This design comes from an exercise in tuning for small area, a short achievable clock period and few clock cycles on the open sky130 flow, not from production work. Where RTL was checked, it was by simulation tests only, not by an equivalence proof against the original. Power is estimated from default activity; no workload was simulated.

==> flow/design.v <==
module read_bmap_row #(
    parameter int DATA_WIDTH  = 32,
    parameter int ADDR_WIDTH  = 32,
    parameter int PIXEL_WIDTH = 16,
    parameter int PIPE_LEN    = 7     
) (
    input  logic                   aclk,
    input  logic                   areset,
    input  logic                   req,
    input  logic [ADDR_WIDTH-1:0]  fb_base_in,
    input  logic [31:0]            wmod_in,
    input  logic [31:0]            xcur_in,
    input  logic [31:0]            ycur_in,
    input  logic [31:0]            hdx_in,
    input  logic [31:0]            hdy_in,
    input  logic [31:0]            cnt_in,
    output logic                   mem_req,
    output logic                   mem_we,
    output logic [ADDR_WIDTH-1:0]  mem_addr,
    output logic [DATA_WIDTH-1:0]  mem_wdata,
    input  logic [DATA_WIDTH-1:0]  mem_rdata,
    input  logic                   mem_resp,
    output logic [PIXEL_WIDTH-1:0] pixel,
    output logic                   pix_valid,
    input  logic                   pix_ready,
    output logic                   pix_last,
    output logic                   busy,
    output logic                   done
);
    localparam int AW = $clog2(PIPE_LEN);
    localparam int RN = PIPE_LEN - 1;        
    localparam int RW = $clog2(RN);
    logic        r_init;    
    logic        r_mac;     
    logic        r_slow;    
    logic        r_run;     
    logic        r_zero;    
    logic        r_drain;   
    logic        r_busy;
    logic        r_done;
    logic        r_mem_req;
    logic [31:0] r_x;       
    logic [31:0] r_y;       
    logic [31:0] r_hdx;
    logic [31:0] r_hdy;
    logic [31:0] r_w;       
    logic [31:0] r_p;       
    logic [31:0] r_r;       
    logic [31:0] r_cnt;     
    logic        r_last;    
    logic [16:0] r_m;       
    logic        r_mp;      
    logic        r_dp, r_dm;          
    logic        r_fast;              
    logic        r_fc, r_fco;         
    logic        r_sw1, r_sw2, r_sr1, r_sr2, r_inv;
    logic [PIXEL_WIDTH-1:0] r_od;     
    logic                   r_ov;     
    logic                   r_ol;     
    logic [PIXEL_WIDTH-1:0] r_dat [RN];
    logic [RW:0]            r_rp;     
    logic [RW:0]            r_hp;     
    logic [(1<<AW)-1:0]     r_up;
    logic [AW:0]            r_wp;     
    logic [AW:0]            r_rc;     
    logic [AW:0]            r_occ;    
    logic                   r_full;   
    function automatic logic [32:0] pfx_add32(input logic [31:0] a, input logic [31:0] b,
                                              input logic cin);
        logic [31:0] p, g, gg, pp, ng, np;
        p  = a ^ b;
        g  = a & b;
        gg = {g[31:1], g[0] | (p[0] & cin)};
        pp = p;
        for (int d = 1; d < 32; d = d * 2) begin
            ng = gg;
            np = pp;
            for (int i = d; i < 32; i++) begin
                ng[i] = gg[i] | (pp[i] & gg[i-d]);
                np[i] = pp[i] & pp[i-d];
            end
            gg = ng;
            pp = np;
        end
        pfx_add32 = {gg[31], p ^ {gg[30:0], cin}};
    endfunction
    logic [32:0] w_ysum;
    logic        w_c, w_co;
    logic        w_hz, w_hm, w_hp1;
    logic        w_dz, w_dp, w_dm;
    assign w_ysum = pfx_add32(r_y, r_hdy, 1'b0);
    assign w_co   = w_ysum[32];
    assign w_c    = w_ysum[16] ^ r_y[16] ^ r_hdy[16];
    assign w_hz   = (r_hdy[31:16] == 16'h0000);
    assign w_hm   = (r_hdy[31:16] == 16'hFFFF);
    assign w_hp1  = (r_hdy[31:16] == 16'h0001);
    assign w_dz   = (w_hz && !w_c) || (w_hm && w_c);
    assign w_dp   = (w_hz && w_c && !w_co) || (w_hp1 && !w_c && !w_co);
    assign w_dm   = w_hm && !w_c && w_co;
    logic w_issue, w_pop, w_mlast, w_mul_any, w_plast;
    assign w_issue   = r_run && (!r_full || w_pop);
    assign w_pop     = r_ov && pix_ready;
    assign w_plast   = r_ol;
    assign w_mul_any = r_init || r_mac || r_slow;
    assign w_mlast   = (r_m[16:1] == 16'h0000) || (r_m[16:1] == 16'hFFFF);
    logic [31:0] w_mul;
    logic [31:0] w_op;
    logic [31:0] w_pnext;
    assign w_mul   = r_mac ? r_r : r_w;
    assign w_op    = ({32{r_sw1}} & r_w) | ({32{r_sw2}} & {r_w[30:0], 1'b0})
                   | ({32{r_sr1}} & r_r) | ({32{r_sr2}} & {r_r[30:0], 1'b0});
    logic [32:0] w_psum;
    assign w_psum  = pfx_add32(r_p, w_op ^ {32{r_inv}}, r_inv);
    assign w_pnext = w_psum[31:0];
    logic [2:0] w_dig;
    logic       w_dig_r, w_dig_on;
    logic       w_ndp, w_ndm;
    assign w_ndp = (r_init || w_issue) ? w_dp : r_dp;
    assign w_ndm = (r_init || w_issue) ? w_dm : r_dm;
    always_comb begin
        w_dig_on = 1'b1;
        w_dig_r  = 1'b0;
        w_dig    = 3'b000;
        if (!r_busy) begin
            w_dig = {ycur_in[17:16], 1'b0};
        end else if (w_mul_any && !w_mlast) begin
            w_dig   = r_m[3:1];
            w_dig_r = 1'b1;
        end else if (w_issue && !r_last && !r_fast) begin
            w_dig = {r_hdy[17:16], r_fc};
        end else begin
            w_dig_on = 1'b0;
        end
    end
    logic [31:0] w_byte;
    logic [32:0] w_bsum, w_xsum;
    assign w_bsum = pfx_add32(r_p, {15'd0, r_x[31:16], 1'b0}, 1'b0);
    assign w_byte = w_bsum[31:0];
    assign w_xsum = pfx_add32(r_x, r_hdx, 1'b0);
    function automatic logic [RW:0] rinc(input logic [RW:0] p);
        rinc = (p[RW-1:0] == RW'(RN - 1)) ? {~p[RW], {RW{1'b0}}} : p + 1'b1;
    endfunction
    logic [PIXEL_WIDTH-1:0] w_half;
    logic w_rempty, w_resp_o, w_resp_ring, w_ring_o, w_ov_n, w_drain_n, w_ol_n;
    logic [RW:0] w_rp_n, w_hp_n;
    logic [AW:0] w_wp_n, w_rc_n, w_occ_n;
    assign w_half      = r_up[r_rc[AW-1:0]] ? mem_rdata[31:16] : mem_rdata[15:0];
    assign w_rempty    = (r_rp == r_hp);
    assign w_resp_o    = mem_resp && w_rempty && (!r_ov || w_pop);
    assign w_resp_ring = mem_resp && !w_resp_o;
    assign w_ring_o    = w_pop && !w_rempty;
    assign w_ov_n      = (r_ov && !w_pop) || w_ring_o || w_resp_o;
    assign w_rp_n      = w_resp_ring ? rinc(r_rp) : r_rp;
    assign w_hp_n      = w_ring_o ? rinc(r_hp) : r_hp;
    assign w_wp_n      = r_wp + {{AW{1'b0}}, w_issue};
    assign w_rc_n      = r_rc + {{AW{1'b0}}, mem_resp};
    assign w_occ_n     = r_occ + {{AW{1'b0}}, w_issue} - {{AW{1'b0}}, w_pop};
    assign w_drain_n   = (w_pop && r_ol) ? 1'b0 : (r_drain || (w_issue && r_last));
    assign w_ol_n      = w_ov_n && w_drain_n && (w_occ_n == (AW+1)'(1));
    always_ff @(posedge aclk) begin
        if (areset) begin
            r_init    <= 1'b0;
            r_mac     <= 1'b0;
            r_slow    <= 1'b0;
            r_run     <= 1'b0;
            r_zero    <= 1'b0;
            r_drain   <= 1'b0;
            r_ov      <= 1'b0;
            r_ol      <= 1'b0;
            r_rc      <= '0;
            r_occ     <= '0;
            r_busy    <= 1'b0;
            r_done    <= 1'b0;
            r_mem_req <= 1'b0;
            r_wp      <= '0;
            r_rp      <= '0;
            r_hp      <= '0;
            r_full    <= 1'b0;
        end else begin
            r_mem_req <= w_issue;
            r_wp      <= w_wp_n;
            r_rc      <= w_rc_n;
            r_rp      <= w_rp_n;
            r_hp      <= w_hp_n;
            r_occ     <= w_occ_n;
            r_full    <= (w_occ_n == (AW+1)'(PIPE_LEN));
            r_ov      <= w_ov_n;
            r_ol      <= w_ol_n;
            r_drain   <= w_drain_n;
            r_done    <= (w_pop && w_plast) || r_zero;
            if ((w_pop && w_plast) || r_zero) r_busy <= 1'b0;
            else if (req) r_busy <= 1'b1;
            r_init <= !r_busy && req && (cnt_in != 32'd0);
            r_zero <= !r_busy && req && (cnt_in == 32'd0);
            if (w_mul_any) begin
                r_mac <= !w_mlast;
                r_run <= w_mlast;
            end
            r_slow <= w_issue && !r_last && !r_fast;
            if (w_issue && (r_last || !r_fast)) r_run <= 1'b0;
        end
    end
    always_ff @(posedge aclk) begin
        if (!r_busy) begin
            r_x    <= xcur_in;
            r_y    <= ycur_in;
            r_hdx  <= hdx_in;
            r_hdy  <= hdy_in;
            r_w    <= wmod_in;
            r_p    <= fb_base_in;
            r_cnt  <= cnt_in;
            r_last <= (cnt_in == 32'd1);
            r_m    <= {1'b0, ycur_in[31:16]};
            r_mp   <= 1'b0;
        end else begin
            if (w_mul_any) begin
                r_p  <= w_pnext;
                r_r  <= {w_mul[29:0], 2'b00};
                r_m  <= {{2{r_m[16]}}, r_m[16:2]};
                r_mp <= r_m[1];
            end
            if (r_init || w_issue) begin
                r_y    <= w_ysum[31:0];
                r_fc   <= w_c;
                r_fco  <= w_co;
                r_dp   <= w_dp;
                r_dm   <= w_dm;
                r_fast <= w_dz || w_dp || w_dm;
            end
            if (w_issue) begin
                r_x    <= w_xsum[31:0];
                r_cnt  <= r_cnt - 32'd1;
                r_last <= (r_cnt == 32'd2);
                r_r    <= {2'b00, w_byte[31:2]};
                if (r_fast) r_p <= w_pnext;
                r_m    <= {r_fco, r_hdy[31:16]};
                r_mp   <= r_fc;
            end
        end
    end
    always_ff @(posedge aclk) begin
        if (w_dig_on) begin
            r_sw1 <= !w_dig_r && (w_dig[1] ^ w_dig[0]);
            r_sr1 <=  w_dig_r && (w_dig[1] ^ w_dig[0]);
            r_sw2 <= !w_dig_r && ((w_dig[2] && !w_dig[1] && !w_dig[0]) || (!w_dig[2] && w_dig[1] && w_dig[0]));
            r_sr2 <=  w_dig_r && ((w_dig[2] && !w_dig[1] && !w_dig[0]) || (!w_dig[2] && w_dig[1] && w_dig[0]));
            r_inv <= w_dig[2] && !(w_dig[1] && w_dig[0]);
        end else begin
            r_sw1 <= w_ndp || w_ndm;
            r_sr1 <= 1'b0;
            r_sw2 <= 1'b0;
            r_sr2 <= 1'b0;
            r_inv <= w_ndm;
        end
    end
    always_ff @(posedge aclk) begin
        if (w_issue) begin
            r_up[r_wp[AW-1:0]]  <= w_byte[1];
        end
        if (w_resp_ring) r_dat[r_rp[RW-1:0]] <= w_half;
        if (w_ring_o)    r_od <= r_dat[r_hp[RW-1:0]];
        else if (w_resp_o) r_od <= w_half;
    end
    assign mem_req   = r_mem_req;
    assign mem_addr  = {2'b00, r_r[29:0]};
    assign mem_we    = 1'b0;
    assign mem_wdata = '0;
    assign pixel     = r_od;
    assign pix_valid = r_ov;
    assign pix_last  = w_plast;
    assign busy      = r_busy;
    assign done      = r_done;
endmodule
Settings: LEC_CHECK=0, CAP_MARGIN=20, CORE_MARGIN=2, CORE_UTILIZATION=65, CTS_BUF_LIST=sky130_fd_sc_hd__clkbuf_8, CTS_CLUSTER_DIAMETER=60, CTS_CLUSTER_SIZE=16, SETUP_SLACK_MARGIN=4.5, SLEW_MARGIN=20; clock period 8.0 ns.
standard.sh (not shown) runs the stock make flow with config.mk's settings and CLKGATE_MAP_FILE= SYNTH_SCRIPT=/design/flow/synth_recipe.tcl, a recipe that flattens the netlist after the stock synthesis.
==> flow/flow/run.sh <==
#!/bin/bash
# Standard layout, with the port buffers made of the smallest buffer cell.
export BUFFER_PORTS_ARGS="-buffer_cell sky130_fd_sc_hd__buf_1"
bash standard.sh > standard.log 2>&1
The first run passed the timing, DRC and antenna checks.
==> next run, changes <==
--- a/flow/design.v
+++ b/flow/design.v
@@ -50,13 +50,14 @@
     logic        r_last;    
     logic [16:0] r_m;       
     logic        r_mp;      
     logic        r_dp, r_dm;          
     logic        r_fast;              
     logic        r_fc, r_fco;         
-    logic        r_sw1, r_sw2, r_sr1, r_sr2, r_inv;
+    logic [31:0] r_opx;
+    logic        r_inv;
     logic [PIXEL_WIDTH-1:0] r_od;     
     logic                   r_ov;     
     logic                   r_ol;     
     logic [PIXEL_WIDTH-1:0] r_dat [RN];
     logic [RW:0]            r_rp;     
     logic [RW:0]            r_hp;     
@@ -85,35 +86,37 @@
         pfx_add32 = {gg[31], p ^ {gg[30:0], cin}};
     endfunction
     logic [32:0] w_ysum;
     logic        w_c, w_co;
     logic        w_hz, w_hm, w_hp1;
     logic        w_dz, w_dp, w_dm;
-    assign w_ysum = pfx_add32(r_y, r_hdy, 1'b0);
-    assign w_co   = w_ysum[32];
-    assign w_c    = w_ysum[16] ^ r_y[16] ^ r_hdy[16];
-    assign w_hz   = (r_hdy[31:16] == 16'h0000);
-    assign w_hm   = (r_hdy[31:16] == 16'hFFFF);
-    assign w_hp1  = (r_hdy[31:16] == 16'h0001);
-    assign w_dz   = (w_hz && !w_c) || (w_hm && w_c);
-    assign w_dp   = (w_hz && w_c && !w_co) || (w_hp1 && !w_c && !w_co);
-    assign w_dm   = w_hm && !w_c && w_co;
+    logic [16:0] w_yfs;
+    logic        w_yones, w_yzero;
+    assign w_ysum  = pfx_add32(r_y, r_hdy, 1'b0);
+    assign w_co    = w_ysum[32];
+    assign w_yfs   = {1'b0, r_y[15:0]} + {1'b0, r_hdy[15:0]};
+    assign w_c     = w_yfs[16];
+    assign w_hz    = (r_hdy[31:16] == 16'h0000);
+    assign w_hm    = (r_hdy[31:16] == 16'hFFFF);
+    assign w_hp1   = (r_hdy[31:16] == 16'h0001);
+    assign w_yones = (r_y[31:16] == 16'hFFFF);
+    assign w_yzero = (r_y[31:16] == 16'h0000);
+    assign w_dz    = (w_hz && !w_c) || (w_hm && w_c);
+    assign w_dp    = (w_hz && w_c && !w_yones) || (w_hp1 && !w_c && !w_yones);
+    assign w_dm    = w_hm && !w_c && !w_yzero;
     logic w_issue, w_pop, w_mlast, w_mul_any, w_plast;
     assign w_issue   = r_run && (!r_full || w_pop);
     assign w_pop     = r_ov && pix_ready;
     assign w_plast   = r_ol;
     assign w_mul_any = r_init || r_mac || r_slow;
     assign w_mlast   = (r_m[16:1] == 16'h0000) || (r_m[16:1] == 16'hFFFF);
     logic [31:0] w_mul;
-    logic [31:0] w_op;
     logic [31:0] w_pnext;
     assign w_mul   = r_mac ? r_r : r_w;
-    assign w_op    = ({32{r_sw1}} & r_w) | ({32{r_sw2}} & {r_w[30:0], 1'b0})
-                   | ({32{r_sr1}} & r_r) | ({32{r_sr2}} & {r_r[30:0], 1'b0});
     logic [32:0] w_psum;
-    assign w_psum  = pfx_add32(r_p, w_op ^ {32{r_inv}}, r_inv);
+    assign w_psum  = pfx_add32(r_p, r_opx, r_inv);
     assign w_pnext = w_psum[31:0];
     logic [2:0] w_dig;
     logic       w_dig_r, w_dig_on;
     logic       w_ndp, w_ndm;
     assign w_ndp = (r_init || w_issue) ? w_dp : r_dp;
     assign w_ndm = (r_init || w_issue) ? w_dm : r_dm;
@@ -235,26 +238,21 @@
                 if (r_fast) r_p <= w_pnext;
                 r_m    <= {r_fco, r_hdy[31:16]};
                 r_mp   <= r_fc;
             end
         end
     end
-    always_ff @(posedge aclk) begin
-        if (w_dig_on) begin
-            r_sw1 <= !w_dig_r && (w_dig[1] ^ w_dig[0]);
-            r_sr1 <=  w_dig_r && (w_dig[1] ^ w_dig[0]);
-            r_sw2 <= !w_dig_r && ((w_dig[2] && !w_dig[1] && !w_dig[0]) || (!w_dig[2] && w_dig[1] && w_dig[0]));
-            r_sr2 <=  w_dig_r && ((w_dig[2] && !w_dig[1] && !w_dig[0]) || (!w_dig[2] && w_dig[1] && w_dig[0]));
-            r_inv <= w_dig[2] && !(w_dig[1] && w_dig[0]);
-        end else begin
-            r_sw1 <= w_ndp || w_ndm;
-            r_sr1 <= 1'b0;
-            r_sw2 <= 1'b0;
-            r_sr2 <= 1'b0;
-            r_inv <= w_ndm;
-        end
+    logic        w_one, w_two, w_neg;
+    logic [31:0] w_base;
+    assign w_one  = w_dig_on ? (w_dig[1] ^ w_dig[0]) : (w_ndp || w_ndm);
+    assign w_two  = w_dig_on && ((w_dig[2] && !w_dig[1] && !w_dig[0]) || (!w_dig[2] && w_dig[1] && w_dig[0]));
+    assign w_neg  = w_dig_on ? (w_dig[2] && !(w_dig[1] && w_dig[0])) : w_ndm;
+    assign w_base = !r_busy ? wmod_in : (w_dig_r ? {w_mul[29:0], 2'b00} : r_w);
+    always_ff @(posedge aclk) begin
+        r_opx <= (({32{w_one}} & w_base) | ({32{w_two}} & {w_base[30:0], 1'b0})) ^ {32{w_neg}};
+        r_inv <= w_neg;
     end
     always_ff @(posedge aclk) begin
         if (w_issue) begin
             r_up[r_wp[AW-1:0]]  <= w_byte[1];
         end
         if (w_resp_ring) r_dat[r_rp[RW-1:0]] <= w_half;
Effect:
- total power came out higher by 0.60%
- count of clock-buffer cells in the layout came out lower by 3
- die area came out higher by 2.2%
- utilization came out lower by 1.6 points
- sequential power came out higher by 7.4%
- worst setup slack gains 260 ps
- cell count came out higher by 0.70%
- cell area stays flat
- sequential share of layout area came out higher by 1.7 points
- routed wire length came out higher by 1.3%
- clock skew came out higher by 27 ps
- sequential cell count came out higher by 26
Testbench counts after the change, summed over its fixed seeds: cycles 30,202.
The RTL of the first run of this note was laid out without a check of its function.

==> what the ideal ports hide <==
How much do the figures lean on ideal ports? The routed layouts below were timed once more, with nothing changed but the port constraints. Step 1: set_driving_cell puts a clkbuf_16 on aclk and a buf_2 on each other input, an assumption about the parent block. Step 2, shift: input delay + t, output delay - t, t = (earliest + latest rising clock arrival at the registers) / 2. This alone moves slack from input paths to output paths. Slacks: no drivers / after step 1 / after step 2; pairs: no drivers / after step 1.
run | shift t [ns] | slack for setup (ns) | slew at the worst register clock pin (ns)
the first run | 0.674 | 4.359 / 4.359 / 3.749 | 0.10 / 0.10
the second run | 0.688 | 4.621 / 4.568 / 3.951 | 0.11 / 0.11
After both steps every run listed still meets setup and hold. The setup slack of the second run, which loses most, moves by -0.053 ns with the drivers and by -0.670 ns with both steps.
